This design comes from an exercise in tuning for small area and a short achievable clock period on the open sky130 flow, not from production work. At most, simulation tests tie the RTL to the original design; equivalence was not proved. No functional check of the RTL was part of runs 1 and 2. Power is estimated from default activity; no workload was simulated.

--- design/flow/config.mk ---
export PLATFORM = sky130hd
export DESIGN_NAME = cfgTop
export DESIGN_NICKNAME = cfgTop
export VERILOG_FILES = /design/flow/design.v
export SDC_FILE = /design/flow/constraint.sdc
export NUM_CORES = 4
export LEC_CHECK = 0
export CAP_MARGIN = 20
export CORE_MARGIN = 2
export CORE_UTILIZATION = 60
export SETUP_SLACK_MARGIN = 3.5
export SLEW_MARGIN = 20
--- design/flow/constraint.sdc ---
create_clock -name core_clock -period 6.0 [get_ports {clk}]
set_input_delay 1.2000 -clock core_clock [delete_from_list [all_inputs] [get_ports {clk}]]
set_output_delay 1.2000 -clock core_clock [all_outputs]
set_load 0.01 [all_outputs]
--- design/flow/design.v ---
`timescale 1ns/1ps
`default_nettype none
module cfgApbSlave
(
  input  logic                       clk,
  input  logic                       rstN,
  input  logic                       psel,
  input  logic                       penable,
  input  logic                       pwrite,
  input  logic [8-1:0]     paddr,
  input  logic [16-1:0]      pwdata,
  output logic [16-1:0]      prdata,
  output logic                       pready,
  output logic                       pslverr,
  output logic [32-1:0][16-1:0] regBank,
  output logic                       chunkTake,
  output logic [16-1:0]      chunkData,
  input  logic                       progValid,
  input  logic                       progValidNext,
  output logic [16-1:0]        unitLenNext,
  output logic [48-1:0]        hbEveryNext
);
  localparam int IdxW = $clog2(32);
  localparam int BankW = 32 * 16;
  localparam logic [BankW-1:0] ResetVals =
      (BankW'(1)     << (1   * 16)) |
      (BankW'(10000) << (7    * 16)) |
      (BankW'(10000) << (11    * 16)) |
      (BankW'(1)     << (15 * 16)) |
      (BankW'(3)     << (16    * 16));
  logic            accState;    
  logic            nextAcc;
  logic            setup;
  logic            regHit;
  logic            progHit;
  logic            errHit;
  logic            rdEn;
  logic            wrQ;
  logic [IdxW-1:0] idxQ;
  logic [16-1:0] wdataQ;    
  logic            progWQ;
  logic            wrUnitQ;     
  logic [2:0]      wrHbQ;       
  assign regHit  = !paddr[7];
  assign progHit = paddr == 8'h80;
  assign errHit  = paddr[7] && (paddr[6:0] != '0);
  assign setup   = !accState && psel && !penable;
  assign nextAcc = accState ? !(!psel || pready) : (psel && !penable);
  assign rdEn    = setup && !pwrite && regHit;
  function automatic logic [32-1:0] wordSel(input logic [IdxW-1:0] idx);
    logic [3:0] lo;
    logic [7:0] hi;
    for (int j = 0; j < 4; j++) lo[j] = idx[1:0] == 2'(j);
    for (int j = 0; j < 8; j++) hi[j] = idx[4:2] == 3'(j);
    for (int i = 0; i < 32; i++) wordSel[i] = hi[i / 4] && lo[i % 4];
  endfunction
  logic [32-1:0]  rdSel;
  logic [16-1:0] rdData;
  always_comb begin
    rdSel  = wordSel(paddr[IdxW+1:2]);
    rdData = '0;
    for (int i = 0; i < 32; i++) begin
      rdData = rdData | ({16{rdSel[i]}} & regBank[i]);
    end
  end
  always_ff @(posedge clk or negedge rstN) begin
    if (!rstN) begin
      accState <= 1'b0;
      pready   <= 1'b0;
      pslverr  <= 1'b0;
      prdata   <= '0;
      wrQ      <= 1'b0;
      progWQ   <= 1'b0;
      wrUnitQ  <= 1'b0;
      wrHbQ    <= '0;
    end else begin
      accState <= nextAcc;
      pready   <= nextAcc && !(pwrite && progHit && progValidNext);
      pslverr  <= setup && errHit;
      prdata   <= rdData & {16{rdEn}};
      wrQ      <= setup && pwrite && regHit;
      progWQ   <= nextAcc && pwrite && progHit;
      wrUnitQ  <= setup && pwrite && regHit && (paddr[IdxW+1:2] == IdxW'(7));
      for (int k = 0; k < 3; k++) begin
        wrHbQ[k] <= setup && pwrite && regHit &&
                    (paddr[IdxW+1:2] == IdxW'(11 + k));
      end
    end
  end
  always_ff @(posedge clk) begin
    idxQ   <= paddr[IdxW+1:2];
    wdataQ <= pwdata;
  end
  assign chunkTake = progWQ && !progValid;
  assign chunkData = wdataQ;
  logic [32-1:0] wrSel;
  assign wrSel = wordSel(idxQ) & {32{wrQ}};
  assign unitLenNext = wrUnitQ ? wdataQ : regBank[7];
  for (genvar k = 0; k < 3; k++) begin : g_hb
    assign hbEveryNext[k*16 +: 16] =
        wrHbQ[k] ? wdataQ : regBank[11 + k];
  end
  localparam logic [BankW-1:0] AsyncMask =
      (BankW'(16'h03ff) << (0  * 16)) |
      (BankW'(27'h7ffffff) << (1 * 16)) |
      (BankW'(27'h7ffffff) << (3 * 16)) |
      (BankW'(16'h000f) << (5   * 16)) |
      (BankW'(16'h000f) << (6     * 16)) |
      (BankW'(16'h0001) << (15 * 16)) |
      (BankW'(16'h0003) << (16    * 16)) |
      ResetVals;
  logic [32-1:0][16-1:0] bankAsync;
  logic [32-1:0][16-1:0] bankSync;
  always_ff @(posedge clk or negedge rstN) begin
    if (!rstN) begin
      bankAsync <= ResetVals;
    end else begin
      for (int i = 0; i < 32; i++) begin
        if (wrSel[i]) bankAsync[i] <= wdataQ;
      end
    end
  end
  logic [32-1:0] holdQ;
  always_ff @(posedge clk or negedge rstN) begin
    if (!rstN) begin
      holdQ <= '0;
    end else begin
      holdQ <= ~(wordSel(paddr[IdxW+1:2]) & {32{setup && pwrite && regHit}});
    end
  end
  always_ff @(posedge clk) begin
    for (int i = 0; i < 32; i++) begin
      bankSync[i] <= ({16{wrSel[i]}} & wdataQ) |
                     ({16{holdQ[i]}} & bankSync[i]);
    end
  end
  assign regBank = (bankAsync & AsyncMask) | (bankSync & ~AsyncMask);
endmodule
`default_nettype wire
`timescale 1ns/1ps
`default_nettype none
module progDeserializer
#(
  parameter int outW    = 47,
  parameter int nChunks = 3
) (
  input  logic                   clk,
  input  logic                   rstN,
  input  logic                   inTake,
  input  logic [16-1:0]  inData,
  output logic                   outValid,
  output logic                   outValidNext,
  output logic [outW-1:0]        outWord,
  input  logic                   outReady
);
  localparam int InW  = 16;
  localparam int BufW = nChunks * InW;
  localparam int CntW = (nChunks > 1) ? $clog2(nChunks) : 1;
  localparam logic [CntW-1:0] LastCnt = CntW'(nChunks - 1);
  logic [CntW-1:0]  chunkCnt;
  logic [BufW-1:0]  shiftBuf;
  logic             last;
  assign last = chunkCnt == LastCnt;
  assign outValidNext = outValid ? !outReady : (inTake && last);
  always_ff @(posedge clk) begin
    for (int k = 0; k < nChunks; k++) begin
      if (inTake && chunkCnt == CntW'(k)) begin
        shiftBuf[k*InW +: InW] <= inData;
      end
    end
  end
  always_ff @(posedge clk or negedge rstN) begin
    if (!rstN) begin
      chunkCnt <= '0;
      outValid <= 1'b0;
    end else begin
      if (inTake) begin
        chunkCnt <= last ? '0 : chunkCnt + 1'b1;
      end
      outValid <= outValidNext;
    end
  end
  assign outWord = shiftBuf[outW-1:0];
endmodule
`default_nettype wire
`timescale 1ns/1ps
`default_nettype none
module cfgMapper
(
  input  logic                       clk,
  input  logic                       rstN,
  input  logic [32-1:0][16-1:0]   regBank,
  output logic [10-1:0]            filtsUsed,
  output logic [27-1:0]            incrementConstant,
  output logic [27-1:0]            decayConstant,
  output logic [4-1:0]             gensUsed,
  output logic [4-1:0]             gensEn,
  output logic [16-1:0]                         unitLen,
  output logic [48-1:0]                            timeElapsed,
  output logic [48-1:0]                            sendHbEvery,
  output logic                            resetTime,
  output logic                            reportTags,
  output logic                            pReset,
  output logic                            sReset,
  input  logic                       chunkTake,
  input  logic [16-1:0]                   chunkData,
  output logic                            progValid,
  output logic                            progValidNext,
  input  logic                       progReady,
  output logic [4-1:0]             progGenIdx,
  output logic [16-1:0]           progPeriod,
  output logic [16-1:0]           progTicks,
  output logic [11-1:0]              progTag
);
  localparam int WordW        = 16;
  localparam int FiltsLsb     = 0 * WordW;
  localparam int IncLsb       = 1 * WordW;
  localparam int DecayLsb     = 3 * WordW;
  localparam int GensUsedLsb  = 5 * WordW;
  localparam int GensEnLsb    = 6 * WordW;
  localparam int UnitLenLsb   = 7 * WordW;
  localparam int ElapsedLsb   = 8 * WordW;
  localparam int HbEveryLsb   = 11 * WordW;
  localparam int ResetTimeLsb = 14 * WordW;
  localparam int TagsLsb      = 15 * WordW;
  localparam int BdResetLsb   = 16 * WordW;
  logic [32*WordW-1:0] bankFlat;
  logic [47-1:0]                   progWord;
  assign bankFlat = regBank;
  assign filtsUsed         = bankFlat[FiltsLsb +: 10];
  assign incrementConstant = bankFlat[IncLsb +: 27];
  assign decayConstant     = bankFlat[DecayLsb +: 27];
  assign gensUsed          = bankFlat[GensUsedLsb +: 4];
  assign gensEn            = bankFlat[GensEnLsb +: 4];
  assign unitLen           = bankFlat[UnitLenLsb +: 16];
  assign timeElapsed       = bankFlat[ElapsedLsb +: 48];
  assign sendHbEvery       = bankFlat[HbEveryLsb +: 48];
  assign resetTime         = bankFlat[ResetTimeLsb];
  assign reportTags        = bankFlat[TagsLsb];
  assign pReset            = bankFlat[BdResetLsb];
  assign sReset            = bankFlat[BdResetLsb + 1];
  progDeserializer #(
    .outW    (47),
    .nChunks (3)
  ) u_progDes (
    .clk      (clk),
    .rstN     (rstN),
    .inTake   (chunkTake),
    .inData   (chunkData),
    .outValid (progValid),
    .outValidNext (progValidNext),
    .outWord  (progWord),
    .outReady (progReady)
  );
  assign {progGenIdx, progPeriod, progTicks, progTag} = progWord;
endmodule
`default_nettype wire
`timescale 1ns/1ps
`default_nettype none
module timeMgr
(
  input  logic                 clk,
  input  logic                 rstN,
  input  logic [16-1:0]  unitLen,
  input  logic [48-1:0]  timeElapsed,
  input  logic [48-1:0]  sendHbEvery,
  input  logic [16-1:0]  unitLenNext,    
  input  logic [48-1:0]  hbEveryNext,    
  input  logic                 resetTime,
  output logic [48-1:0]  currentTime,
  output logic                 unitTick,
  output logic                 hbPulse
);
  function automatic logic geFlat16(input logic [15:0] a, input logic [15:0] b);
    logic [15:0] e, q;
    logic [16:0] t;
    e = ~(a ^ b);
    q = {1'b1, e[15:1]};
    for (int s = 1; s < 16; s = s * 2) begin
      for (int i = 0; i < 16 - s; i++) q[i] = q[i] & q[i + s];
    end
    t = {q[0] & e[0], a & ~b & q};
    geFlat16 = |t;
  endfunction
  function automatic logic geFlat48(input logic [47:0] a, input logic [47:0] b);
    logic [47:0] e, q;
    logic [48:0] t;
    e = ~(a ^ b);
    q = {1'b1, e[47:1]};
    for (int s = 1; s < 48; s = s * 2) begin
      for (int i = 0; i < 48 - s; i++) q[i] = q[i] & q[i + s];
    end
    t = {q[0] & e[0], a & ~b & q};
    geFlat48 = |t;
  endfunction
  function automatic logic [15:0] onesBelow16(input logic [15:0] a);
    logic [15:0] t;
    t = {a[14:0], 1'b1};
    for (int s = 1; s < 16; s = s * 2) begin
      for (int i = 16 - 1; i >= s; i--) t[i] = t[i] & t[i - s];
    end
    onesBelow16 = t;
  endfunction
  function automatic logic [47:0] onesBelow48(input logic [47:0] a);
    logic [47:0] t;
    t = {a[46:0], 1'b1};
    for (int s = 1; s < 48; s = s * 2) begin
      for (int i = 48 - 1; i >= s; i--) t[i] = t[i] & t[i - s];
    end
    onesBelow48 = t;
  endfunction
  logic [16-1:0] unitNext;    
  logic [48-1:0] hbNext;      
  logic [16-1:0] unitNextD;
  logic [48-1:0] hbNextD;
  logic                wrap;        
  logic                hbDue;       
  logic                unitClr;
  logic                hbClr;
  assign hbDue     = geFlat48(hbNext, sendHbEvery);
  assign unitClr   = resetTime || wrap;
  assign hbClr     = resetTime || (wrap && hbDue);
  assign unitNextD = unitClr ? 16'(1) : unitNext ^ onesBelow16(unitNext);
  assign hbNextD   = hbClr ? 48'(1) :
                     hbNext ^ (onesBelow48(hbNext) & {48{wrap}});
  always_ff @(posedge clk or negedge rstN) begin
    if (!rstN) begin
      unitNext    <= 16'(1);
      hbNext      <= 48'(1);
      wrap        <= 1'b0;
      currentTime <= '0;
      unitTick    <= 1'b0;
      hbPulse     <= 1'b0;
    end else begin
      unitTick    <= !resetTime && wrap;
      hbPulse     <= !resetTime && wrap && hbDue;
      unitNext    <= unitNextD;
      hbNext      <= hbNextD;
      wrap        <= geFlat16(unitNextD, unitLenNext);
      currentTime <= resetTime ? timeElapsed :
                     currentTime ^ (onesBelow48(currentTime) & {48{wrap}});
    end
  end
endmodule
`default_nettype wire
`timescale 1ns/1ps
`default_nettype none
module cfgTop
(
  input  logic                    clk,
  input  logic                    rstN,
  input  logic                    psel,
  input  logic                    penable,
  input  logic                    pwrite,
  input  logic [8-1:0]  paddr,
  input  logic [16-1:0]                pwdata,
  output logic [16-1:0]                     prdata,
  output logic                         pready,
  output logic                         pslverr,
  output logic [10-1:0]         filtsUsed,
  output logic [27-1:0]         incrementConstant,
  output logic [27-1:0]         decayConstant,
  output logic [4-1:0]          gensUsed,
  output logic [4-1:0]          gensEn,
  output logic                         reportTags,
  output logic                         pReset,
  output logic                         sReset,
  output logic                         progValid,
  input  logic                    progReady,
  output logic [4-1:0]          progGenIdx,
  output logic [16-1:0]        progPeriod,
  output logic [16-1:0]        progTicks,
  output logic [11-1:0]           progTag,
  output logic [48-1:0]                         currentTime,
  output logic                         unitTick,
  output logic                         hbPulse
);
  logic [32-1:0][16-1:0] regBank;
  logic [16-1:0]                 chunkData;
  logic                     chunkTake;
  logic                     progValidNext;
  logic [16-1:0]                  unitLen;
  logic [48-1:0]                     timeElapsed;
  logic [48-1:0]                     sendHbEvery;
  logic                     resetTime;
  logic [16-1:0]      unitLenNext;
  logic [48-1:0]      hbEveryNext;
  cfgApbSlave u_slave (
    .clk          (clk),
    .rstN         (rstN),
    .psel         (psel),
    .penable      (penable),
    .pwrite       (pwrite),
    .paddr        (paddr),
    .pwdata       (pwdata),
    .prdata       (prdata),
    .pready       (pready),
    .pslverr      (pslverr),
    .regBank      (regBank),
    .chunkTake    (chunkTake),
    .chunkData    (chunkData),
    .progValid    (progValid),
    .progValidNext (progValidNext),
    .unitLenNext  (unitLenNext),
    .hbEveryNext  (hbEveryNext)
  );
  cfgMapper u_mapper (
    .clk               (clk),
    .rstN              (rstN),
    .regBank           (regBank),
    .filtsUsed         (filtsUsed),
    .incrementConstant (incrementConstant),
    .decayConstant     (decayConstant),
    .gensUsed          (gensUsed),
    .gensEn            (gensEn),
    .unitLen           (unitLen),
    .timeElapsed       (timeElapsed),
    .sendHbEvery       (sendHbEvery),
    .resetTime         (resetTime),
    .reportTags        (reportTags),
    .pReset            (pReset),
    .sReset            (sReset),
    .chunkTake         (chunkTake),
    .chunkData         (chunkData),
    .progValid         (progValid),
    .progValidNext     (progValidNext),
    .progReady         (progReady),
    .progGenIdx        (progGenIdx),
    .progPeriod        (progPeriod),
    .progTicks         (progTicks),
    .progTag           (progTag)
  );
  timeMgr u_timeMgr (
    .clk         (clk),
    .rstN        (rstN),
    .unitLen     (unitLen),
    .timeElapsed (timeElapsed),
    .sendHbEvery (sendHbEvery),
    .unitLenNext (unitLenNext),
    .hbEveryNext (hbEveryNext),
    .resetTime   (resetTime),
    .currentTime (currentTime),
    .unitTick    (unitTick),
    .hbPulse     (hbPulse)
  );
endmodule
`default_nettype wire
--- design/flow/flow/run.sh ---
#!/bin/bash
# Standard layout, with plain buf_2 cells as the port buffers and a clock
# tree without dummy loads. Each tool's output goes to a log of its own here.
set -euo pipefail
export BUFFER_PORTS_ARGS="-buffer_cell sky130_fd_sc_hd__buf_2"
export CTS_ARGS="-sink_clustering_enable -repair_clock_nets -dont_use_dummy_load -sink_clustering_size 20 -sink_clustering_max_diameter 100"
bash standard.sh synth > make_synth.log 2>&1
bash standard.sh > make_layout.log 2>&1
--- design/flow/standard.sh ---
#!/bin/bash
# synth_recipe.tcl (not shown) runs the flow's synth.tcl, then flattens the netlist and writes it again
# the make line also repeats each setting of config.mk as NAME=value (left out here)
make -C /OpenROAD-flow-scripts/flow DESIGN_CONFIG=/design/flow/config.mk WORK_HOME=/design/flow/orfs CLKGATE_MAP_FILE= SYNTH_SCRIPT=/design/flow/synth_recipe.tcl "${@:-finish}"
==> notes.md, run 1 <==
• Num CTS Buffers: 43
• netlist area before placement: 31300 um^2
• largest net degree at the start of global routing: 105
• Worst Setup Path Type: reg -> reg
• Post-Synthesis Mean Instance Area: 11.2 um^2
• Worst Hold Class: reg -> reg
• syn nets: 2886
• number of placed I/O pins: 221
• DRT iter0 DRCs: 4112
• most instantiated cells after synthesis: 459 x a22o_1, 448 x dfxtp_1, 239 x dfrtp_1, 192 x a22oi_1, 171 x nand2_1
• CTS hold repair buffers: 0
• die outline height: 232 um
• pins over their slew limit: 0
• synthesized instance count: 2789
• largest area contributor in the netlist: dfxtp_1
• clock sink count: 750
• core outline area: 51500 um^2
• clock skew: 41.9 ps
• outcome: timing/DRC/antenna clean
• cell at the root of the clock tree: clkbuf_16
• share of final-layout standard cells stronger than drive strength 1: 0.277
• Wirelength per Cell: 34.0 um
• count of buffers from port buffering: 220
• Slew Limit Headroom: 0.145
• weighted congestion reported at the end of routability-driven placement: 1.06
• number of enable-type register cells in the synthesized netlist: 47
• Total Power Consumption: 9.83 mW
• Syn-to-layout area delta: 15.3%
• leakage power of the design: 14.6 nW
• Post-DRT Antenna Nets: 0
• via count: 26500
• DR DRC count: 0
• area share of the largest cell type after synthesis: 0.286
• RSZ-0062 raised after global routing: yes
• endpoints failing hold: 0
• fraction of the yosys area taken by sequential cells: 0.536
• largest fanout on the critical path: 6
• largest cells by area after synthesis: dfxtp_1 29%, dfrtp_1 19%, a22o_1 13%
• final total negative setup slack: 0 ps
• Site Rows: 83
• Final setup viols: 0
• number of levels in the clock H-tree: 2
• number of iterations in the first detailed-routing pass: 7
• crit start category: flop
• global-route wire length before repair: 175 mm
• starting utilization of the core area: 0.608
• number of different library cells in the post-synthesis netlist: 70
• total routing resource utilization after global routing: 0.451
• Critical Path Sink Type: flop
• Die Footprint: 54000 um^2
• register bit count reported by yosys: 750
• arrival time of the worst setup path: 3280 ps
• clock tree from TritonCTS: built
• placed wire-length estimate: 80.8 mm
• Routed WL: 124 mm
• power density over cell area: 272 nW/um^2
• layout net count: 3073
• number of violations of the max-capacitance limit: 0
• most frequently used cell type in the post-synthesis netlist: a22o_1
• maximum number of buffers from clock root to sink: 3
• number of global-route vias before repair: 24600
• transition time of the tightest slew-check pin: 1280 ps
• clock latency (worst-skew pair): 620 ps
• fin crit period: 2770 ps
• count of synthesis-stage warnings from yosys: 3
• Max Fclk: 361 MHz
• clk slew on worst S/H paths: 80 ps
• peak ir drop on the vdd network: 0.000205 V
• Final Cycle Share: 0.461
• average via count per standard cell: 7.24
• async set-reset flop share out of synthesis: 0.340
• Most used DFF post-synth: dfxtp_1
• initial antenna violation count: 7
• overflow left after global routing: 0
• chip width: 232 um
• required arrival time at the worst endpoint: 6510 ps
critical path, stage by stage (launching register included):
cell	delay (ps)
dfxtp_2	470
inv_1	90
ha_1	370
nand2_1	110
nor2_1	60
a311oi_2	400
o221ai_2	190
o41a_4	410
buf_12	170
buf_16	160
nor4_2	250
sequential cells by signal, summed over array words and instances, names as in the netlist, 2 cells and up:
| name | flops |
|---|---|
| u_slave.bankSync | 427 |
| u_slave.bankAsync | 85 |
| u_timeMgr.currentTime | 48 |
| u_timeMgr.hbNext | 48 |
| u_mapper.u_progDes.shiftBuf | 47 |
| u_slave.holdQ | 30 |
| u_slave.prdata | 16 |
| u_slave.wdataQ | 16 |
| u_timeMgr.unitNext | 16 |
| u_slave.idxQ | 5 |
| u_mapper.u_progDes.chunkCnt | 2 |
timing repair:
| item | in CTS | in global routing |
|---|---|---|
| setup endpoints to repair | 114 | 112 |
| gates resized for setup | 128 | 60 |
| setup buffers | 106 | 41 |
| gates cloned | 7 | 4 |
| pin swaps | 68 | 34 |
stage by stage:
| stage | cells | util | hold WS [ps] | setup slack [ps] | area (um^2) |
|---|---|---|---|---|---|
| global route | 3656 | 0.701 | 488 | 3160 | 36100 |
| floorplan | 2789 | - | 424 | 3380 | 31600 |
| finish | 3660 | 0.701 | 468 | 3230 | 36100 |
| detailed placement | 3453 | 0.631 | 465 | 2350 | 32500 |
| CTS | 3609 | 0.688 | 480 | 3210 | 35400 |
| global placement | 3452 | 0.630 | 461 | 2440 | 32400 |
power breakdown:
group          leakage [nW]  switching (mW)  internal (mW)  total, mW
combinational          6.75           0.743          0.601       1.34
sequential             7.35           0.268           5.29       5.55
clock                 0.530            1.65           1.28       2.93
layer usage:
metal  vias to the layer above  wire [um]  global-route usage
met5                         -         74             0.00551
met4                         8       9410               0.254
met3                       539      17200               0.141
met2                      2151      51100               0.651
met1                     13100      46700               0.599
li1                      10700          -                   -
final cells by class:
class	instances	area (um^2)
antenna	6	15.0
clock buffer	43	1080
fill	3783	15400
inverter	77	289
multi-input combinational	1669	13700
sequential	750	16900
tap	680	851
timing repair buffer	435	3310
worst paths after layout:
kind | startpoint | to | slack, ps | depth (start not counted)
min reg2reg | u_slave.wdataQ[11]$_DFF_P_ | u_mapper.u_progDes.shiftBuf[11]$_DFFE_PP_ | 470 | 0
min | u_slave.wdataQ[11]$_DFF_P_ | u_mapper.u_progDes.shiftBuf[11]$_DFFE_PP_ | 470 | 0
max | u_slave.bankSync[195]$_DFF_P_ | u_timeMgr.hbNext[4]$_DFF_PN0_ | 3230 | 10
max in group asynchronous | rstN | u_timeMgr.hbNext[11]$_DFF_PN0_ | 3850 | 2
min in group asynchronous | rstN | u_slave.bankAsync[64]$_DFFE_PN0P_ | 600 | 1
max reg2reg | u_slave.bankSync[195]$_DFF_P_ | u_timeMgr.hbNext[4]$_DFF_PN0_ | 3230 | 10
layout by cell type, fill, tap and decap left out, types with 56 or more instances in the layout:
master	n
buf_4	173
mux2_2	81
ha_1	56
dfrtp_1	226
dfxtp_1	418
buf_2	215
nand2_1	166
inv_1	76
a22oi_1	191
a22o_1	458
xnor2_1	56
kinds of logic after synthesis:
family          after synthesis  synth area share
flops                       750             0.536
buf+inv                     371            0.0574
compound gates              811             0.208
xor+xnor                    105            0.0294
fa+ha+maj                    67            0.0268
simple gates                587             0.108
mux                          98            0.0346
==> run 2, diff against run 1 <==
--- a/design/flow/design.v
+++ b/design/flow/design.v
@@ -43,2 +43,13 @@
   logic [2:0]      wrHbQ;       
+  logic [32-1:0] holdQ;   
+  localparam logic [BankW-1:0] AsyncMask =
+      (BankW'(16'h03ff) << (0  * 16)) |
+      (BankW'(27'h7ffffff) << (1 * 16)) |
+      (BankW'(27'h7ffffff) << (3 * 16)) |
+      (BankW'(16'h000f) << (5   * 16)) |
+      (BankW'(16'h000f) << (6     * 16)) |
+      (BankW'(16'h0001) << (15 * 16)) |
+      (BankW'(16'h0003) << (16    * 16)) |
+      (BankW'(16'h0001) << (14  * 16)) |
+      ResetVals;
   assign regHit  = !paddr[7];
@@ -58,2 +69,4 @@
   logic [16-1:0] rdData;
+  logic [16-1:0] rdReset;   
+  logic                  resetDoneQ;   
   always_comb begin
@@ -61,4 +74,6 @@
     rdData = '0;
+    rdReset = '0;
     for (int i = 0; i < 32; i++) begin
       rdData = rdData | ({16{rdSel[i]}} & regBank[i]);
+      rdReset = rdReset | ({16{rdSel[i]}} & ResetVals[i*16 +: 16]);
     end
@@ -72,2 +87,3 @@
       wrQ      <= 1'b0;
+      resetDoneQ <= 1'b0;
       progWQ   <= 1'b0;
@@ -79,3 +95,5 @@
       pslverr  <= setup && errHit;
-      prdata   <= rdData & {16{rdEn}};
+      prdata   <= (rdData & {16{rdEn && resetDoneQ}}) |
+                  (rdReset & {16{rdEn && !resetDoneQ}});
+      resetDoneQ <= 1'b1;
       wrQ      <= setup && pwrite && regHit;
@@ -97,16 +115,10 @@
   assign wrSel = wordSel(idxQ) & {32{wrQ}};
-  assign unitLenNext = wrUnitQ ? wdataQ : regBank[7];
+  function automatic logic [16-1:0] keptWord(input int i);
+    keptWord = regBank[i] & (AsyncMask[i*16 +: 16] | {16{holdQ[i]}});
+  endfunction
+  assign unitLenNext = wrUnitQ ? wdataQ : keptWord(7);
   for (genvar k = 0; k < 3; k++) begin : g_hb
     assign hbEveryNext[k*16 +: 16] =
-        wrHbQ[k] ? wdataQ : regBank[11 + k];
+        wrHbQ[k] ? wdataQ : keptWord(11 + k);
   end
-  localparam logic [BankW-1:0] AsyncMask =
-      (BankW'(16'h03ff) << (0  * 16)) |
-      (BankW'(27'h7ffffff) << (1 * 16)) |
-      (BankW'(27'h7ffffff) << (3 * 16)) |
-      (BankW'(16'h000f) << (5   * 16)) |
-      (BankW'(16'h000f) << (6     * 16)) |
-      (BankW'(16'h0001) << (15 * 16)) |
-      (BankW'(16'h0003) << (16    * 16)) |
-      ResetVals;
   logic [32-1:0][16-1:0] bankAsync;
@@ -122,3 +134,2 @@
   end
-  logic [32-1:0] holdQ;
   always_ff @(posedge clk or negedge rstN) begin
==> run 2 against run 1 <==
Highest routed layer unchanged. Die area shrank 1.4%. Power shrank 0.79%. Area after synthesis fell by 1.5%. Critical path depth is 2 higher. Still clean. Routed wire length up 3.5%. Via count rose by 1.8%.
==> notes.md, run 2 <==
• largest cells by area after synthesis: dfxtp_1 29%, dfrtp_1 20%, a22o_1 13%
• DRT iter0 DRCs: 4261
• Slew Limit Headroom: 0.200
• most frequently used cell type in the post-synthesis netlist: dfxtp_1
• Site Rows: 83
• syn nets: 2990
• most common cell after layout, fill and taps aside: a22o_1
• Worst Setup Path Type: reg -> reg
• CP Capture Point: u_timeMgr.hbNext[26]$_DFF_PN0_
• largest net degree at the start of global routing: 110
• weighted congestion reported at the end of routability-driven placement: 1.05
• area share of the largest cell type after synthesis: 0.290
• clock sink count: 751
• number of violations of the max-capacitance limit: 0
• final total negative setup slack: 0 ps
• pins over their slew limit: 0
• overflow left after global routing: 0
• largest fanout on the critical path: 12
• number of different library cells in the post-synthesis netlist: 74
• starting utilization of the core area: 0.604
• via count: 27000
• reg-to-reg slack, setup: 3150 ps
• crit start category: flop
• die outline height: 231 um
• number of global-route vias before repair: 25200
• clock skew: 51.5 ps
• r2r startpoint: u_slave.bankAsync[184]$_DFFE_PN1P_
• cell at the root of the clock tree: clkbuf_16
• maximum number of buffers from clock root to sink: 3
• leakage power of the design: 15.1 nW
• Critical Path Sink Type: flop
• netlist area before placement: 30900 um^2
• synthesized instance count: 2893
• clk slew on worst S/H paths: 80 ps
• power density over cell area: 271 nW/um^2
• clock latency (worst-skew pair): 620 ps
• RSZ-0062 raised after global routing: yes
• average via count per standard cell: 7.19
• reg2reg end: u_timeMgr.hbNext[26]$_DFF_PN0_
• core outline area: 51100 um^2
• largest area contributor in the netlist: dfxtp_1
• number of enable-type register cells in the synthesized netlist: 47
• Syn-to-layout area delta: 16.6%
• register bit count reported by yosys: 751
• count of buffers from port buffering: 220
• fraction of the yosys area taken by sequential cells: 0.545
• Die Footprint: 53300 um^2
• Routed WL: 129 mm
• arrival time of the worst setup path: 3270 ps
• clock tree from TritonCTS: built
• total routing resource utilization after global routing: 0.475
• Critical Path Source: u_slave.bankAsync[184]$_DFFE_PN1P_
• layout net count: 3165
• Post-Synthesis Mean Instance Area: 10.7 um^2
• required arrival time at the worst endpoint: 6420 ps
• count of synthesis-stage warnings from yosys: 3
• global-route wire length before repair: 182 mm
• number of levels in the clock H-tree: 2
• Worst Hold Class: reg -> reg
• Most used DFF post-synth: dfxtp_1
• Final setup viols: 0
• flip-flop count of the largest register after layout: 426
• endpoints failing hold: 0
• initial antenna violation count: 11
• share of final-layout standard cells stronger than drive strength 1: 0.260
• fin crit period: 2850 ps
• Wirelength per Cell: 34.3 um
• number of iterations in the first detailed-routing pass: 8
• register bank with the most flops: u_slave.bankSync
• placed wire-length estimate: 83.7 mm
• commonest cells after routing, fill and taps aside: 441 x a22o_1, 407 x dfxtp_1, 297 x nand2_1
• Num CTS Buffers: 43
• DR DRC count: 0
• number of placed I/O pins: 221
• largest registers: u_slave.bankSync (426), u_slave.bankAsync (86)
• Post-DRT Antenna Nets: 0
• CTS hold repair buffers: 0
• outcome: timing/DRC/antenna clean
• most instantiated cells after synthesis: 447 x dfxtp_1, 442 x a22o_1, 302 x nand2_1, 241 x dfrtp_1, 198 x a22oi_1
• Final Cycle Share: 0.475
• Max Fclk: 351 MHz
• peak ir drop on the vdd network: 0.000212 V
• transition time of the tightest slew-check pin: 1200 ps
• hold slack final: 480 ps
• chip width: 231 um
• async set-reset flop share out of synthesis: 0.342
• R2R cell count: 12
==> run 2: changes by cell type in the layout (fill, tap and decap cells not counted), sizes merged, moves of 17 or more <==
cell / change
nor4: -47
buf: -18
nor2: +25
a22o: -17
mux2: -31
nor3: +37
nand2: +131
a21oi: +24
==> run 2: cell families (layout without fill, tap and decap cells) <==
kind of cell,count (synthesis),in the layout,synth area share
xor gates and xnor gates,106,106,0.0301
muxes,56,56,0.0202
AOI/OAI and AO/OA,809,810,0.208
adders and majority gates,67,67,0.0272
buffers and inverters,357,527,0.0528
and+or+nand+nor,746,748,0.117
DFF,751,751,0.545
other,1,6,0.000122
==> run 2: final cells by class <==
type / instances / area (um^2)
flip-flops and latches: 751 / 16900
fillers: 3679 / 15100
multi-input cells: 1788 / 13700
repair buffers: 416 / 3190
clock buffers: 43 / 1080
well taps: 680 / 851
inverters: 68 / 260
diodes: 5 / 12.5
==> run 2: layer usage <==
| layer | track usage | share of wire | up-vias |
|---|---|---|---|
| met5 | 0 | 0.00078 | - |
| li1 | - | - | 10900 |
| met1 | 0.627 | 0.37 | 13300 |
| met2 | 0.682 | 0.42 | 2202 |
| met4 | 0.285 | 0.075 | 12 |
| met3 | 0.153 | 0.14 | 562 |
==> run 2: per-stage QoR <==
step | instances | area [um^2] | power [mW] | setup WS [ps] | util
2_1_floorplan | 2893 | 31200 | 6.16 | 3320 | -
4_1_cts | 3713 | 35100 | 9.60 | 3220 | 0.687
3_5_place_dp | 3558 | 32200 | 6.56 | 2080 | 0.630
6_report | 3751 | 36000 | 9.75 | 3150 | 0.705
3_3_place_gp | 3556 | 32100 | 6.49 | 2070 | 0.629
5_1_grt | 3746 | 36000 | 10.0 | 3060 | 0.704
==> run 2: worst min path at each step <==
stage | cells past startpoint | slack, ps | from | end
after CTS | 2 | 480 | u_slave.bankSync[114]$_DFF_P_ | u_slave.bankSync[114]$_DFF_P_
after floorplan | 0 | 420 | u_slave.wdataQ[15]$_DFF_P_ | u_mapper.u_progDes.shiftBuf[15]$_DFFE_PP_
final | 2 | 480 | u_slave.bankSync[114]$_DFF_P_ | u_slave.bankSync[114]$_DFF_P_
after detailed placement | 2 | 460 | u_slave.bankSync[114]$_DFF_P_ | u_slave.bankSync[114]$_DFF_P_
after global placement | 2 | 450 | u_slave.bankSync[114]$_DFF_P_ | u_slave.bankSync[114]$_DFF_P_
after global routing | 1 | 500 | u_slave.bankSync[453]$_DFF_P_ | u_slave.bankSync[453]$_DFF_P_
==> run 2: timing repair <==
action                     CTS  global route
resized for setup          147           120
pin swaps                   44            45
cloned                       5             1
setup endpoints to repair  129           144
setup buffers              107            31
hold endpoints to repair     0             0
==> run 2: critical path, cell delays in order, from the launching register on <==
cell	delay (ps)
dfstp_2	560
inv_4	50
ha_4	280
nand4_1	100
or3_4	400
a2111oi_4	290
a2111o_1	230
a211oi_4	80
buf_6	150
a21oi_4	190
buf_4	160
buf_12	130
nor3_1	60
==> run 2: power breakdown <==
part	internal, mW	switching, mW
Sequential	5.28	0.253
Clock	1.28	1.65
Combinational	0.583	0.715
Total	7.14	2.62
==> run 3, diff against run 2 <==
--- a/design/flow/design.v
+++ b/design/flow/design.v
@@ -69,4 +69,2 @@
   logic [16-1:0] rdData;
-  logic [16-1:0] rdReset;   
-  logic                  resetDoneQ;   
   always_comb begin
@@ -74,6 +72,5 @@
     rdData = '0;
-    rdReset = '0;
     for (int i = 0; i < 32; i++) begin
-      rdData = rdData | ({16{rdSel[i]}} & regBank[i]);
-      rdReset = rdReset | ({16{rdSel[i]}} & ResetVals[i*16 +: 16]);
+      rdData = rdData | ({16{rdSel[i]}} & regBank[i] & AsyncMask[i*16 +: 16]) |
+                        ({16{rdSel[i] && holdQ[i]}} & regBank[i] & ~AsyncMask[i*16 +: 16]);
     end
@@ -87,3 +84,2 @@
       wrQ      <= 1'b0;
-      resetDoneQ <= 1'b0;
       progWQ   <= 1'b0;
@@ -95,5 +91,3 @@
       pslverr  <= setup && errHit;
-      prdata   <= (rdData & {16{rdEn && resetDoneQ}}) |
-                  (rdReset & {16{rdEn && !resetDoneQ}});
-      resetDoneQ <= 1'b1;
+      prdata   <= rdData & {16{rdEn}};
       wrQ      <= setup && pwrite && regHit;
--- a/design/flow/config.mk
+++ b/design/flow/config.mk
@@ -9,4 +9,4 @@
 export CORE_MARGIN = 2
-export CORE_UTILIZATION = 60
-export SETUP_SLACK_MARGIN = 3.5
+export CORE_UTILIZATION = 55
+export SETUP_SLACK_MARGIN = 3.4
 export SLEW_MARGIN = 20
==> run 3 against run 2 <==
Synthesized cell count up 3.3%. Power grew 1.4%. Design area is 0.17% lower. Utilization decreased by 7.8 points. Non-clock buffer count decreased by 43. Sequential cell count is 1 lower. Setup slack better by 100 ps. Global-route usage fell by 3.6 points. Clock power barely moved. Sequential share of layout area down 0.054 points. Critical path type unchanged. Highest routed layer unchanged.
==> notes.md, run 3 <==
• outcome: timing/DRC/antenna clean
• power density over cell area: 275 nW/um^2
• cell-by-cell listing of the critical path: inv_2, ha_4, nand3_4, or3_4, a22o_1, a2111o_1, a21oi_4, buf_6, buf_12, buf_16, nor4_1
• leakage power of the design: 14.7 nW
• pins over their slew limit: 0
• transition time of the tightest slew-check pin: 1180 ps
• Post-Synthesis Mean Instance Area: 10.6 um^2
• total routing resource utilization after global routing: 0.439
• clock sink count: 750
• commonest cells after routing, fill and taps aside: 422 x a22o_1, 408 x dfxtp_1, 253 x nand3_1
• area used by multi-input combinational logic: 14100 um^2
• synthesized instance count: 2989
• register bank with the most flops: u_slave.bankSync
• DR DRC count: 0
• starting utilization of the core area: 0.553
• area share of the largest cell type after synthesis: 0.282
• Syn-to-layout area delta: 13.2%
• worst path buffer plus inverter count: 4
• clock latency (worst-skew pair): 630 ps
• required arrival time at the worst endpoint: 6430 ps
• number of iterations in the first detailed-routing pass: 9
• global-route wire length before repair: 189 mm
• count of synthesis-stage warnings from yosys: 3
• placed wire-length estimate: 88.0 mm
• netlist area before placement: 31800 um^2
• chip width: 244 um
• die outline height: 244 um
• FF/Latch Area: 16900 um^2
• maximum number of buffers from clock root to sink: 3
• fraction of the yosys area taken by sequential cells: 0.529
• most common cell after layout, fill and taps aside: a22o_1
• syn nets: 3086
• Site Rows: 88
• endpoints failing hold: 0
• crit start category: flop
• total of fill cells in the finished design: 4665
• Die Footprint: 59700 um^2
• most instantiated cells after synthesis: 447 x dfxtp_1, 422 x a22o_1, 259 x nand3_1, 240 x dfrtp_1, 222 x clkbuf_1
• Critical Path Sink Type: flop
• number of levels in the clock H-tree: 2
• Most used DFF post-synth: dfxtp_1
• largest net degree at the start of global routing: 95
• count of buffers from port buffering: 220
• number of placed I/O pins: 221
• Slew Limit Headroom: 0.209
• core outline area: 57400 um^2
• Num CTS Buffers: 43
• via count: 27900
• Max Fclk: 364 MHz
• Final Cycle Share: 0.458
• weighted congestion reported at the end of routability-driven placement: 1.00
• number of violations of the max-capacitance limit: 0
• cell total after placement: 3730
• Worst Setup Path Type: reg -> reg
• largest area contributor in the netlist: dfxtp_1
• number of enable-type register cells in the synthesized netlist: 47
• number of global-route vias before repair: 25700
• Worst Hold Class: reg -> reg
• final total negative setup slack: 0 ps
• overflow left after global routing: 0
• Routed WL: 134 mm
• reg-to-reg slack, setup: 3250 ps
• layout net count: 3180
• clk slew on worst S/H paths: 90 ps
• initial antenna violation count: 11
• most frequently used cell type in the post-synthesis netlist: dfxtp_1
• average via count per standard cell: 7.25
• Final setup viols: 0
• Wirelength per Cell: 34.8 um
• clock tree from TritonCTS: built
• Post-DRT Antenna Nets: 0
• RSZ-0062 raised after global routing: yes
• largest registers: u_slave.bankSync (426), u_slave.bankAsync (86)
• largest cells by area after synthesis: dfxtp_1 28%, dfrtp_1 19%, a22o_1 12%
• CTS hold repair buffers: 0
• flip-flop count of the largest register after layout: 426
• fin crit period: 2750 ps
• DRT iter0 DRCs: 4166
• arrival time of the worst setup path: 3180 ps
• peak ir drop on the vdd network: 0.000296 V
• register bit count reported by yosys: 750
• Worst path max stage delay: 540 ps
• async set-reset flop share out of synthesis: 0.341
• number of different library cells in the post-synthesis netlist: 79
• critical-path cell with the highest stage delay: dfstp_2
• largest fanout on the critical path: 7
• share of final-layout standard cells stronger than drive strength 1: 0.237
• number of standard cells in the layout, taps in and fillers out: 3850
• cell at the root of the clock tree: clkbuf_16
• cell family with the largest share of critical-path delay: compound AO/OA/AOI/OAI gates
• clock skew: 51.8 ps
==> run 3: what timing repair did <==
| action | in CTS | in global routing |
|---|---|---|
| cloned | 5 | 0 |
| resized for setup | 148 | 60 |
| setup buffers | 47 | 21 |
| pin swaps | 23 | 25 |
| endpoints found under the setup margin | 81 | 85 |
==> run 3: metrics by stage <==
stage / setup WS, ps / area [um^2] / hold slack [ps] / util / total power [mW]
6_report: 3250 / 35900 / 484 / 0.626 / 9.89
3_5_place_dp: 2110 / 33200 / 467 / 0.578 / 6.69
3_3_place_gp: 1990 / 33100 / 461 / 0.577 / 6.64
4_1_cts: 3300 / 35500 / 487 / 0.618 / 9.81
5_1_grt: 3210 / 35900 / 497 / 0.626 / 10.2
2_1_floorplan: 3310 / 31900 / 424 / - / 6.23
==> run 3: cell type report <==
class	instances	share of cell area
timing repair buffer	373	0.0726
multi-input combinational	1842	0.393
sequential	750	0.469
antenna	4	0.000279
tap	765	0.0266
clock buffer	43	0.0299
inverter	73	0.00794
==> run 3: path summary, 6_finish.rpt <==
path,cells after the start,to,start
max,11,u_timeMgr.hbNext[25]$_DFF_PN0_,u_slave.bankAsync[189]$_DFFE_PN1P_
min,1,u_slave.bankSync[484]$_DFF_P_,u_slave.bankSync[484]$_DFF_P_
max reg2reg,11,u_timeMgr.hbNext[25]$_DFF_PN0_,u_slave.bankAsync[189]$_DFFE_PN1P_
min reg2reg,1,u_slave.bankSync[484]$_DFF_P_,u_slave.bankSync[484]$_DFF_P_
max in group asynchronous,2,u_timeMgr.hbNext[17]$_DFF_PN0_,rstN
min in group asynchronous,1,u_slave.bankAsync[98]$_DFFE_PN0P_,rstN
==> run 3: worst register-to-register path, delay by kind of cell (launching register included) <==
kind                       cells  cell delay, ps
adders and majority gates      1             280
DFF                            1             540
buffers and inverters          4             430
and+or+nand+nor                3             480
AOI/OAI and AO/OA              3             880
==> run 3: cell families after synthesis <==
| family | share of synthesized area |
|---|---|
| compound gates | 0.192 |
| xor+xnor | 0.0240 |
| fa+ha+maj | 0.0264 |
| buf+inv | 0.0567 |
| flops | 0.529 |
| mux | 0.0320 |
| simple gates | 0.140 |
==> run 3: power by group <==
part           switching (mW)  leakage [nW]  internal [mW]
combinational           0.782          6.84          0.587
clock                    1.68         0.530           1.28
sequential              0.275          7.36           5.29
==> run 3: layer usage <==
layer,vias to the layer above,GRT usage,part of all wire
li1,11300,-,-
met1,14000,0.588,0.38
met2,2127,0.630,0.42
met3,399,0.148,0.14
met4,10,0.225,0.059
met5,-,0,0.00049
==> run 4, diff against run 3 <==
--- a/design/flow/design.v
+++ b/design/flow/design.v
@@ -317,5 +317,6 @@
   logic [16-1:0] unitNext;    
+  logic [48-1:0] hbReg;       
+  logic                hbCleared;   
   logic [48-1:0] hbNext;      
   logic [16-1:0] unitNextD;
-  logic [48-1:0] hbNextD;
   logic                wrap;        
@@ -324,3 +325,5 @@
   logic                hbClr;
-  assign hbDue     = geFlat48(hbNext, sendHbEvery);
+  assign hbNext    = hbCleared ? 48'(1) : hbReg;
+  assign hbDue     = hbCleared ? (sendHbEvery[48-1:1] == '0) :
+                                 geFlat48(hbReg, sendHbEvery);
   assign unitClr   = resetTime || wrap;
@@ -328,4 +331,2 @@
   assign unitNextD = unitClr ? 16'(1) : unitNext ^ onesBelow16(unitNext);
-  assign hbNextD   = hbClr ? 48'(1) :
-                     hbNext ^ (onesBelow48(hbNext) & {48{wrap}});
   always_ff @(posedge clk or negedge rstN) begin
@@ -333,3 +334,4 @@
       unitNext    <= 16'(1);
-      hbNext      <= 48'(1);
+      hbReg       <= 48'(1);
+      hbCleared   <= 1'b1;
       wrap        <= 1'b0;
@@ -342,3 +344,4 @@
       unitNext    <= unitNextD;
-      hbNext      <= hbNextD;
+      hbCleared   <= hbClr;
+      hbReg       <= hbNext ^ (onesBelow48(hbNext) & {48{wrap}});
       wrap        <= geFlat16(unitNextD, unitLenNext);
==> run 4 against run 3 <==
Still clean on timing, DRC and antenna. Hold slack improved by 1.8 ps. Clock skew down 12 ps. Critical path type is now in -> reg. Clock power about the same. Non-clock buffer count is 15 lower. Final cell count rose by 0.39%. Fmax up 1.2%. Sequential cell count increased by 1. Die area down 0.31%. Combinational power decreased by 28%. Global-route usage shrank 1.8 points. Synthesized cell count grew 0.84%. Setup slack gained 33 ps.
==> notes.md, run 4 <==
• weighted congestion reported at the end of routability-driven placement: 1.00
• Die Footprint: 59500 um^2
• Site Rows: 87
• arrival time of the worst setup path: 3160 ps
• Critical Path Sink Type: flop
• critical-path cell with the highest stage delay: a222oi_1
• DRT iter0 DRCs: 3942
• largest registers: u_slave.bankSync (426), u_slave.bankAsync (86)
• total of fill cells in the finished design: 4702
• hold slack final: 486 ps
• Num CTS Buffers: 43
• clock skew: 39.8 ps
• clock latency (worst-skew pair): 620 ps
• cell family with the largest share of critical-path delay: compound AO/OA/AOI/OAI gates
• number of different library cells in the post-synthesis netlist: 70
• number of iterations in the first detailed-routing pass: 6
• largest fanout on the critical path: 9
• pins over their slew limit: 0
• commonest cells after routing, fill and taps aside: 431 x dfxtp_1, 424 x a22o_1, 289 x nand3_1
• reg-to-reg slack, setup: 3510 ps
• required arrival time at the worst endpoint: 6440 ps
• layout net count: 3204
• final total negative setup slack: 0 ps
• number of violations of the max-capacitance limit: 0
• netlist area before placement: 31600 um^2
• Total Power Consumption: 9.46 mW
• cell total after placement: 3757
• area share of the largest cell type after synthesis: 0.283
• chip width: 244 um
• die outline height: 244 um
• synthesized instance count: 3014
• via count: 27400
• cell at the root of the clock tree: clkbuf_16
• RSZ-0062 raised after global routing: yes
• Max Fclk: 368 MHz
• maximum number of buffers from clock root to sink: 3
• DR DRC count: 0
• Routed WL: 127 mm
• Worst path max stage delay: 860 ps
• Worst Setup Path Type: in -> reg
• outcome: timing/DRC/antenna clean
• number of global-route vias before repair: 25600
• count of synthesis-stage warnings from yosys: 3
• overflow left after global routing: 0
• number of placed I/O pins: 221
• power density over cell area: 269 nW/um^2
• number of standard cells in the layout, taps in and fillers out: 3865
• largest net degree at the start of global routing: 92
• number of enable-type register cells in the synthesized netlist: 47
• average via count per standard cell: 7.09
• share of final-layout standard cells stronger than drive strength 1: 0.206
• Wirelength per Cell: 33.0 um
• count of buffers from port buffering: 220
• Most used DFF post-synth: dfxtp_1
• Final Cycle Share: 0.452
• largest area contributor in the netlist: dfxtp_1
• Final setup viols: 0
• most frequently used cell type in the post-synthesis netlist: dfxtp_1
• clock tree from TritonCTS: built
• peak ir drop on the vdd network: 0.000218 V
• fraction of the yosys area taken by sequential cells: 0.531
• flip-flop count of the largest register after layout: 426
• number of levels in the clock H-tree: 2
• min setup slack post-route: 3290 ps
• total routing resource utilization after global routing: 0.420
• Syn-to-layout area delta: 11.4%
• worst path buffer plus inverter count: 1
• syn nets: 3111
• fin crit period: 2710 ps
• clk slew on worst S/H paths: 90 ps
• Slew Limit Headroom: 0.197
• clock sink count: 751
• core outline area: 56600 um^2
• most instantiated cells after synthesis: 447 x dfxtp_1, 424 x a22o_1, 293 x nand3_1, 240 x dfrtp_1, 215 x clkbuf_1
• placed wire-length estimate: 84.4 mm
• endpoints failing hold: 0
• register bit count reported by yosys: 751
• largest cells by area after synthesis: dfxtp_1 28%, dfrtp_1 19%, a22o_1 12%
• leakage power of the design: 14.7 nW
• most common cell after layout, fill and taps aside: dfxtp_1
• Post-DRT Antenna Nets: 0
• Worst Hold Class: reg -> reg
• pre-CTS setup slack: 2120 ps
• initial antenna violation count: 8
• async set-reset flop share out of synthesis: 0.342
• cell-by-cell listing of the critical path: buf_2, nand2b_2, nor2_4, and2_1, a222oi_1, a31oi_1
• Post-Synthesis Mean Instance Area: 10.5 um^2
• transition time of the tightest slew-check pin: 1200 ps
• crit start category: input pin
• starting utilization of the core area: 0.559
• register bank with the most flops: u_slave.bankSync
• global-route wire length before repair: 182 mm
## run 4: cell count changes after synthesis, moves of 7 or more
cell | previous run | this run
nand4_1 | 64 | 81
and3_1 | 26 | 18
a22oi_1 | 45 | 35
nor2b_1 | 3 | 11
o21ai_0 | 51 | 65
nand3_1 | 259 | 293
nor4_1 | 66 | 37
a32oi_1 | 99 | 85
nand2_1 | 177 | 186
clkbuf_1 | 222 | 215
nor2_1 | 112 | 149
## run 4: report_power, final
group	switching (mW)	internal [mW]	total, mW	leakage (nW)
clock network	1.66	1.28	2.94	0.530
logic	0.584	0.400	0.984	6.77
registers	0.249	5.29	5.54	7.37
## run 4: final cells by class
class	count	area [um^2]	share of cell area
Antenna cell	4	10.0	0.000284
Clock buffer	43	1080	0.0305
Inverter	69	259	0.00735
Multi-Input combinational cell	1884	13700	0.389
Sequential cell	751	16800	0.478
Tap cell	756	946	0.0268
Timing Repair Buffer	358	2410	0.0683
## run 4: through the flow
stage          instance area, um^2   util
2_1_floorplan                31900      -
3_3_place_gp                 33100  0.585
3_5_place_dp                 33100  0.586
4_1_cts                      34900  0.616
5_1_grt                      35200  0.623
6_report                     35200  0.623
## run 4: path summary, 6_finish.rpt
kind,start,end,depth (start not counted)
setup / recovery,paddr[4],u_slave.prdata[10]$_DFF_PN0_,6
min in group asynchronous,rstN,u_mapper.u_progDes.chunkCnt[1]$_DFFE_PN0P_,1
hold / removal,u_slave.bankSync[430]$_DFF_P_,u_slave.bankSync[430]$_DFF_P_,1
setup reg to reg,u_slave.wrQ$_DFF_PN0_,u_slave.bankAsync[49]$_DFFE_PN0P_,4
max in group asynchronous,rstN,u_timeMgr.wrap$_DFF_PN0_,2
hold reg to reg,u_slave.bankSync[430]$_DFF_P_,u_slave.bankSync[430]$_DFF_P_,1
## run 4: worst register-to-register path, stage by stage (launching register included)
cell     delay, ps
dfrtp_1        390
nand3_1        430
or4_1          920
buf_4          360
mux2_2         300
## run 4: metal layers
layer,global-route usage,up-vias,wire length (um)
met1,0.558,13500,48300
met5,0,-,27
met3,0.126,494,16600
li1,-,11300,-
met4,0.228,6,8730
met2,0.617,2023,53900
## run 4: cells by family (layout without fill, tap and decap cells)
group           count (synthesis)  in the layout  share of synthesized area
compound gates                723            723                      0.184
xor+xnor                       94             94                     0.0260
fa+ha+maj                      67             67                     0.0265
buf+inv                       380            470                     0.0539
flops                         751            751                      0.531
mux                            91             91                     0.0321
other cells                     0              4                          0
simple gates                  908            909                      0.146
## run 4: timing repair
action,in CTS,in global routing
gates cloned,0,1
endpoints found under the setup margin,37,43
pin swaps,16,16
hold buffers,0,0
gates resized for setup,38,40
setup buffers,40,19
==> run 5, diff against run 4 <==
--- a/design/flow/design.v
+++ b/design/flow/design.v
@@ -69,2 +69,4 @@
   logic [16-1:0] rdData;
+  logic [16-1:0] rdReset;   
+  logic                  resetDoneQ;   
   always_comb begin
@@ -72,5 +74,6 @@
     rdData = '0;
+    rdReset = '0;
     for (int i = 0; i < 32; i++) begin
-      rdData = rdData | ({16{rdSel[i]}} & regBank[i] & AsyncMask[i*16 +: 16]) |
-                        ({16{rdSel[i] && holdQ[i]}} & regBank[i] & ~AsyncMask[i*16 +: 16]);
+      rdData = rdData | ({16{rdSel[i]}} & regBank[i]);
+      rdReset = rdReset | ({16{rdSel[i]}} & ResetVals[i*16 +: 16]);
     end
@@ -84,2 +87,3 @@
       wrQ      <= 1'b0;
+      resetDoneQ <= 1'b0;
       progWQ   <= 1'b0;
@@ -91,3 +95,5 @@
       pslverr  <= setup && errHit;
-      prdata   <= rdData & {16{rdEn}};
+      prdata   <= (rdData & {16{rdEn && resetDoneQ}}) |
+                  (rdReset & {16{rdEn && !resetDoneQ}});
+      resetDoneQ <= 1'b1;
       wrQ      <= setup && pwrite && regHit;
==> run 5 against run 4 <==
Still clean on timing, DRC and antenna. Setup slack got worse by 32 ps. First-iteration DRC count up 12%. Via count decreased by 3.4%. Sequential power about the same. Register-to-register slack worse by 230 ps. Critical path depth rose by 4. Non-clock buffer count grew 15. Utilization grew 0.45 points. Global-route usage up 2.2 points. Routed wire length grew 2.4%. Highest routed layer unchanged.
==> notes.md, run 5 <==
• clk slew on worst S/H paths: 90 ps
• largest fanout on the critical path: 17
• weighted congestion reported at the end of routability-driven placement: 1.08
• Max Fclk: 364 MHz
• leakage power of the design: 14.6 nW
• most frequently used cell type in the post-synthesis netlist: dfxtp_1
• overflow left after global routing: 0
• reg2reg end: u_slave.bankAsync[99]$_DFFE_PN0P_
• number of enable-type register cells in the synthesized netlist: 47
• most common cell after layout, fill and taps aside: a22o_1
• number of instances on the worst hold path: 1
• crit start category: input pin
• switching part of the total: 0.270
• cell at the root of the clock tree: clkbuf_16
• endpoints failing hold: 0
• Num CTS Buffers: 43
• final total negative setup slack: 0 ps
• DR DRC count: 0
• share of final-layout standard cells stronger than drive strength 1: 0.208
• Site Rows: 86
• syn nets: 2997
• commonest cells after routing, fill and taps aside: 436 x a22o_1, 428 x dfxtp_1, 308 x nand2_1
• initial antenna violation count: 8
• required arrival time at the worst endpoint: 6490 ps
• clock skew: 58.7 ps
• fin crit period: 2750 ps
• netlist area before placement: 30900 um^2
• count of synthesis-stage warnings from yosys: 3
• Final setup viols: 0
• clock sink count: 752
• layout net count: 3132
• die outline height: 241 um
• Wirelength per Cell: 34.5 um
• register bit count reported by yosys: 752
• clock latency (worst-skew pair): 640 ps
• fraction of power consumed by combinational cells: 0.111
• portion of total power attributed to sequential cells: 0.580
• internal power summed over all cells: 7.00 mW
• Critical Path Sink Type: flop
• R2R cell count: 4
• Routed WL: 131 mm
• Post-Synthesis Mean Instance Area: 10.7 um^2
• number of violations of the max-capacitance limit: 0
• Worst path max stage delay: 540 ps
• register bank with the most flops: u_slave.bankSync
• placed wire-length estimate: 86.1 mm
• core outline area: 55400 um^2
• reg-to-reg slack, setup: 3280 ps
• count of buffers from port buffering: 220
• area share of the largest cell type after synthesis: 0.289
• Syn-to-layout area delta: 12.3%
• cell family with the largest share of critical-path delay: compound AO/OA/AOI/OAI gates
• Final Cycle Share: 0.458
• Most used DFF post-synth: dfxtp_1
• largest area contributor in the netlist: dfxtp_1
• number of different library cells in the post-synthesis netlist: 72
• critical-path cell with the highest stage delay: a221oi_1
• number of placed I/O pins: 221
• maximum number of buffers from clock root to sink: 3
• most instantiated cells after synthesis: 447 x dfxtp_1, 436 x a22o_1, 311 x nand2_1, 241 x dfrtp_1, 208 x a22oi_1
• largest net degree at the start of global routing: 96
• worst path buffer plus inverter count: 3
• Post-DRT Antenna Nets: 0
• via count: 26500
• average via count per standard cell: 6.98
• arrival time of the worst setup path: 3240 ps
• power density over cell area: 276 nW/um^2
• largest registers: u_slave.bankSync (426), u_slave.bankAsync (86)
• Worst Hold Class: reg -> reg
• Worst Hold Endpoint: u_slave.bankSync[411]$_DFF_P_
• startpoint of the most critical hold path: u_slave.bankSync[411]$_DFF_P_
• peak ir drop on the vdd network: 0.000199 V
• chip width: 241 um
• Worst Setup Path Type: in -> reg
• cell total after placement: 3643
• pins over their slew limit: 0
• number of iterations in the first detailed-routing pass: 6
• total routing resource utilization after global routing: 0.443
• r2r startpoint: u_slave.idxQ[0]$_DFF_P_
• clock tree from TritonCTS: built
• outcome: timing/DRC/antenna clean
• fraction of the yosys area taken by sequential cells: 0.544
• number of levels in the clock H-tree: 2
• transition time of the tightest slew-check pin: 1350 ps
• RSZ-0062 raised after global routing: yes
• FF/Latch Area: 16900 um^2
• synthesized instance count: 2900
• number of standard cells in the layout, taps in and fillers out: 3789
• starting utilization of the core area: 0.558
• Slew Limit Headroom: 0.101
• net switching component of the power: 2.58 mW
• cell-by-cell listing of the critical path: buf_2, nand2b_4, buf_4, nor2_4, buf_12, a22o_1, a221oi_1, nand3_1, nor4_1, nor2_1
• number of global-route vias before repair: 23900
• total of fill cells in the finished design: 4507
• flip-flop count of the largest register after layout: 426
• async set-reset flop share out of synthesis: 0.343
• largest cells by area after synthesis: dfxtp_1 29%, dfrtp_1 19%, a22o_1 12%
• global-route wire length before repair: 181 mm
• Die Footprint: 58200 um^2
• area used by multi-input combinational logic: 13000 um^2
• DRT iter0 DRCs: 4417
• proportion of power drawn by the clock network: 0.309
run 5: cell count changes after synthesis, sizes merged, moves of 8 or more:
cell and change:
a22o +12, nor3 -9, clkbuf -49, a31oi -16, nor4 -15, a32oi -84
buf +21, a221oi +17, nand4 -25, nand3 -236, mux2 -34, a22oi +173
nand2 +125, xnor2 +8
run 5: cell families after synthesis:
kind of cell | count (synthesis) | share of synthesized area
and+or+nand+nor | 744 | 0.117
buffers and inverters | 356 | 0.0528
muxes | 56 | 0.0201
DFF | 752 | 0.544
adders and majority gates | 67 | 0.0271
AOI/OAI and AO/OA | 823 | 0.210
xor gates and xnor gates | 101 | 0.0286
other | 1 | 0.000121
run 5: worst max-delay path by stage:
stage	slack [ps]	to	cells past startpoint	from
after floorplan	3370	u_slave.prdata[7]$_DFF_PN0_	7	paddr[6]
after global placement	2440	u_slave.prdata[10]$_DFF_PN0_	8	paddr[4]
after detailed placement	2410	u_slave.prdata[13]$_DFF_PN0_	8	paddr[4]
after CTS	3410	u_slave.prdata[5]$_DFF_PN0_	6	paddr[3]
after global routing	3280	u_timeMgr.wrap$_DFF_PN0_	11	u_timeMgr.unitNext[4]$_DFF_PN0_
final	3250	u_slave.prdata[2]$_DFF_PN0_	10	paddr[4]
run 5: worst reg2reg max path, cell delays in order, from the launching register on:
cell and delay, ps:
dfxtp_1 330, nand3b_1 690, nor2_2 860, buf_4 360
mux2_2 360
run 5: area by class of cell:
cell class                      instances  area share
Inverter                               73     0.00799
Multi-Input combinational cell       1792       0.374
Antenna cell                            8    0.000576
Tap cell                              748      0.0269
Clock buffer                           43      0.0310
Sequential cell                       752       0.485
Timing Repair Buffer                  373      0.0745
run 5: metrics by stage:
stage	hold WS, ps	instance area, um^2	util	power [mW]	worst slack (ps)
5_1_grt	499	34700	0.627	9.84	3280
4_1_cts	487	34100	0.615	9.48	3410
2_1_floorplan	424	31300	-	6.19	3370
3_3_place_gp	462	32300	0.583	6.55	2440
6_report	486	34800	0.627	9.58	3250
3_5_place_dp	465	32300	0.583	6.59	2410
run 5: layer usage:
| metal | GRT usage | routed length, um | share of wire | vias up |
|---|---|---|---|---|
| met5 | 0 | 26 | 0.00020 | - |
| met4 | 0.228 | 8580 | 0.066 | 4 |
| met3 | 0.161 | 18600 | 0.14 | 500 |
| met2 | 0.617 | 52100 | 0.40 | 2092 |
| met1 | 0.602 | 51200 | 0.39 | 13100 |
| li1 | - | - | - | 10800 |
run 5: repair_timing:
item,CTS,global route
hold buffers,0,0
gates resized for setup,34,43
buffers inserted,46,49
pin swaps,16,33
cloned,0,0
endpoints found under the setup margin,56,45
run 5: power by group through the flow:
stage	Sequential, mW	Clock [mW]	Combinational, mW
floorplan	5.55	0	0.639
global placement	5.64	0	0.906
detailed placement	5.65	0	0.941
CTS	5.54	2.95	0.986
global route	5.57	3.12	1.15
finish	5.56	2.96	1.07
==> run 6, diff against run 5 <==
--- a/design/flow/config.mk
+++ b/design/flow/config.mk
@@ -10,3 +10,3 @@
 export CORE_UTILIZATION = 55
-export SETUP_SLACK_MARGIN = 3.4
+export SETUP_SLACK_MARGIN = 3.3
 export SLEW_MARGIN = 20
==> run 6 against run 5 <==
Still clean. Fmax fell by 0.15%. Clock power barely moved. Clock skew fell by 14 ps. Register-to-register slack barely moved. Non-clock buffer count fell by 28. Via count rose by 0.11%. Routed wire length rose by 3.0%. Sequential cell count did not move. Critical path depth fell by 3. Sequential share of layout area rose by 0.60 points. Critical endpoint is now u_slave.prdata[7]$_DFF_PN0_. Largest power group unchanged.
==> notes.md, run 6 <==
• core outline area: 55400 um^2
• number of iterations in the first detailed-routing pass: 7
• fraction of the yosys area taken by sequential cells: 0.544
• RSZ-0062 raised after global routing: yes
• clock skew: 45.1 ps
• power density over cell area: 278 nW/um^2
• die outline height: 241 um
• endpoints failing hold: 0
• largest cells by area after synthesis: dfxtp_1 29%, dfrtp_1 19%, a22o_1 12%
• startpoint of the most critical hold path: u_slave.bankSync[270]$_DFF_P_
• number of violations of the max-capacitance limit: 0
• Worst path max stage delay: 480 ps
• Routed WL: 134 mm
• Post-Synthesis Mean Instance Area: 10.7 um^2
• number of instances on the worst hold path: 1
• leakage power of the design: 14.4 nW
• share of final-layout standard cells stronger than drive strength 1: 0.194
• largest net degree at the start of global routing: 100
• detailed route wirelength on metal3: 18.4 mm
• final total negative setup slack: 0 ps
• cell at the root of the clock tree: clkbuf_16
• internal power summed over all cells: 6.97 mW
• synthesized-area fraction occupied by and/or/nand/nor cells: 0.117
• clock sink count: 752
• cell-by-cell listing of the critical path: buf_2, or3_4, nor2_2, buf_4, a221oi_1, and3_1, a31oi_1
• number of levels in the clock H-tree: 2
• required arrival time at the worst endpoint: 6530 ps
• DR DRC count: 0
• number of standard cells in the layout, taps in and fillers out: 3756
• worst path buffer plus inverter count: 2
• Wirelength per Cell: 35.8 um
• syn nets: 2997
• area share of the largest cell type after synthesis: 0.289
• maximum number of buffers from clock root to sink: 3
• portion of total power attributed to sequential cells: 0.584
• Num CTS Buffers: 43
• weighted congestion reported at the end of routability-driven placement: 1.01
• Most used DFF post-synth: dfxtp_1
• reg2reg end: u_timeMgr.wrap$_DFF_PN0_
• fraction of power consumed by combinational cells: 0.107
• cell total after placement: 3650
• count of buffers from port buffering: 220
• Final setup viols: 0
• critical-path cell with the highest stage delay: or3_4
• Final Cycle Share: 0.458
• most frequently used cell type in the post-synthesis netlist: dfxtp_1
• register bank with the most flops: u_slave.bankSync
• pins over their slew limit: 0
• clk slew on worst S/H paths: 90 ps
• chip width: 241 um
• crit start category: input pin
• CTS hold repair buffers: 0
• switching part of the total: 0.269
• count of synthesis-stage warnings from yosys: 3
• via count: 26500
• synthesized-area fraction occupied by ao, oa, aoi and oai cells: 0.210
• average via count per standard cell: 7.05
• most instantiated cells after synthesis: 447 x dfxtp_1, 436 x a22o_1, 311 x nand2_1, 241 x dfrtp_1, 208 x a22oi_1
• highest metal layer with signal wires: met5
• post-synthesis share of cell area spent on xor and xnor gates: 0.0286
• async set-reset flop share out of synthesis: 0.343
• register bit count reported by yosys: 752
• R2R cell count: 10
• Post-DRT Antenna Nets: 0
• initial antenna violation count: 8
• Syn-to-layout area delta: 10.9%
• synthesized instance count: 2900
• transition time of the tightest slew-check pin: 1330 ps
• Critical Path Sink Type: flop
• placed wire-length estimate: 89.5 mm
• commonest cells after routing, fill and taps aside: 436 x a22o_1, 431 x dfxtp_1, 309 x nand2_1
• number of placed I/O pins: 221
• cell family with the largest share of critical-path delay: simple AND/OR/NAND/NOR gates
• number of global-route vias before repair: 24200
• reg-to-reg slack, setup: 3290 ps
• netlist area before placement: 30900 um^2
• clock tree from TritonCTS: built
• Die Footprint: 58200 um^2
• DRT iter0 DRCs: 3946
• outcome: timing/DRC/antenna clean
• number of enable-type register cells in the synthesized netlist: 47
• total routing resource utilization after global routing: 0.457
• clock latency (worst-skew pair): 620 ps
• largest area contributor in the netlist: dfxtp_1
• peak ir drop on the vdd network: 0.000216 V
• Slew Limit Headroom: 0.116
• layout net count: 3104
• global-route wire length before repair: 185 mm
• Worst Hold Endpoint: u_slave.bankSync[270]$_DFF_P_
• wire length on met2: 53.9 mm
• Worst Hold Class: reg -> reg
• most common cell after layout, fill and taps aside: a22o_1
• arrival time of the worst setup path: 3280 ps
• r2r startpoint: u_timeMgr.unitNext[0]$_DFF_PN1_
• fin crit period: 2750 ps
• Worst Setup Path Type: in -> reg
• flip-flop count of the largest register after layout: 426
• starting utilization of the core area: 0.558
• multiplexer share of the synthesized area: 0.0201
• number of different library cells in the post-synthesis netlist: 72
• total of fill cells in the finished design: 4509
• largest registers: u_slave.bankSync (426), u_slave.bankAsync (86)
• largest fanout on the critical path: 15
• Site Rows: 86
• proportion of power drawn by the clock network: 0.309
• routed metal-1 wire length: 52.7 mm
• Max Fclk: 364 MHz
• main combinational cell family by area after synthesis: compound AO/OA/AOI/OAI gates
• overflow left after global routing: 0
• adder-cell area share of the yosys netlist: 0.0271
• net switching component of the power: 2.57 mW
==> run 6: cell count changes in the layout (fill, tap and decap cells not counted), sizes merged <==
| cell | change |
|---|---|
| buf | -28 |
| diode | -5 |
==> run 6: area by class of cell <==
cell class / instances / area (um^2) / area share
antenna: 3 / 7.51 / 0.000219
clock buffer: 43 / 1080 / 0.0314
inverter: 73 / 278 / 0.00810
multi-input combinational: 1792 / 12900 / 0.376
sequential: 752 / 16900 / 0.491
tap: 748 / 936 / 0.0273
timing repair buffer: 345 / 2260 / 0.0659
==> run 6: through the flow <==
stage	utilization	worst slack, ps	hold slack, ps	total power, mW	instance area [um^2]
after detailed placement	0.583	2230	464	6.60	32300
after global routing	0.619	3140	495	9.79	34300
final	0.619	3250	487	9.53	34300
after floorplan	-	3270	424	6.19	31200
after global placement	0.583	2270	462	6.56	32300
after CTS	0.613	3300	487	9.46	34000
==> run 6: how the worst max path moves through the flow <==
stage | start | endpoint | slack (ps) | cells past startpoint
floorplan | paddr[6] | u_slave.prdata[5]$_DFF_PN0_ | 3270 | 8
global placement | paddr[4] | u_slave.prdata[13]$_DFF_PN0_ | 2270 | 6
detailed placement | paddr[4] | u_slave.prdata[13]$_DFF_PN0_ | 2230 | 6
CTS | penable | u_slave.prdata[3]$_DFF_PN0_ | 3300 | 5
global route | u_timeMgr.unitNext[0]$_DFF_PN1_ | u_timeMgr.wrap$_DFF_PN0_ | 3140 | 10
finish | paddr[6] | u_slave.prdata[7]$_DFF_PN0_ | 3250 | 7
==> run 6: cells by family (layout without fill, tap and decap cells) <==
group,after synthesis,in the layout
AO/OA/AOI/OAI,823,823
flip-flops,752,752
AND/OR/NAND/NOR,744,744
buffers and inverters,356,461
XOR/XNOR,101,101
adder cells (fa/ha/maj),67,67
multiplexers,56,56
other,1,4
==> run 6: worst reg2reg max path, delay by kind of cell, from the launching register on <==
family                   cells  cell delay, ps
AO/OA/AOI/OAI                6            1120
AND/OR/NAND/NOR              3             640
flip-flops                   1             560
adder cells (fa/ha/maj)      1             280
==> run 6: power by group through the flow <==
stage	Clock (mW)	Sequential [mW]	Combinational, mW
after global placement	0	5.65	0.916
after global routing	3.12	5.58	1.10
after CTS	2.93	5.54	0.984
after detailed placement	0	5.65	0.947
after floorplan	0	5.55	0.635
final	2.95	5.57	1.02
==> run 6: what timing repair did <==
action	CTS	global route
pin swaps	11	7
endpoints found under the setup margin	42	32
resized for setup	25	23
buffers inserted	43	17
==> run 6: layer usage <==
metal  track usage  vias to the layer above
met5             0                        -
met4         0.268                        2
met3         0.147                      449
met2         0.635                     2118
met1         0.623                    13200
li1              -                    10700

Setup slack of run 6, layout unchanged: 3.250 ns with ideal ports, 3.244 ns with driving cells assumed (clock clkbuf_16, inputs buf_2), 2.607 ns with port delays also shifted by the 0.663 ns mid clock arrival.
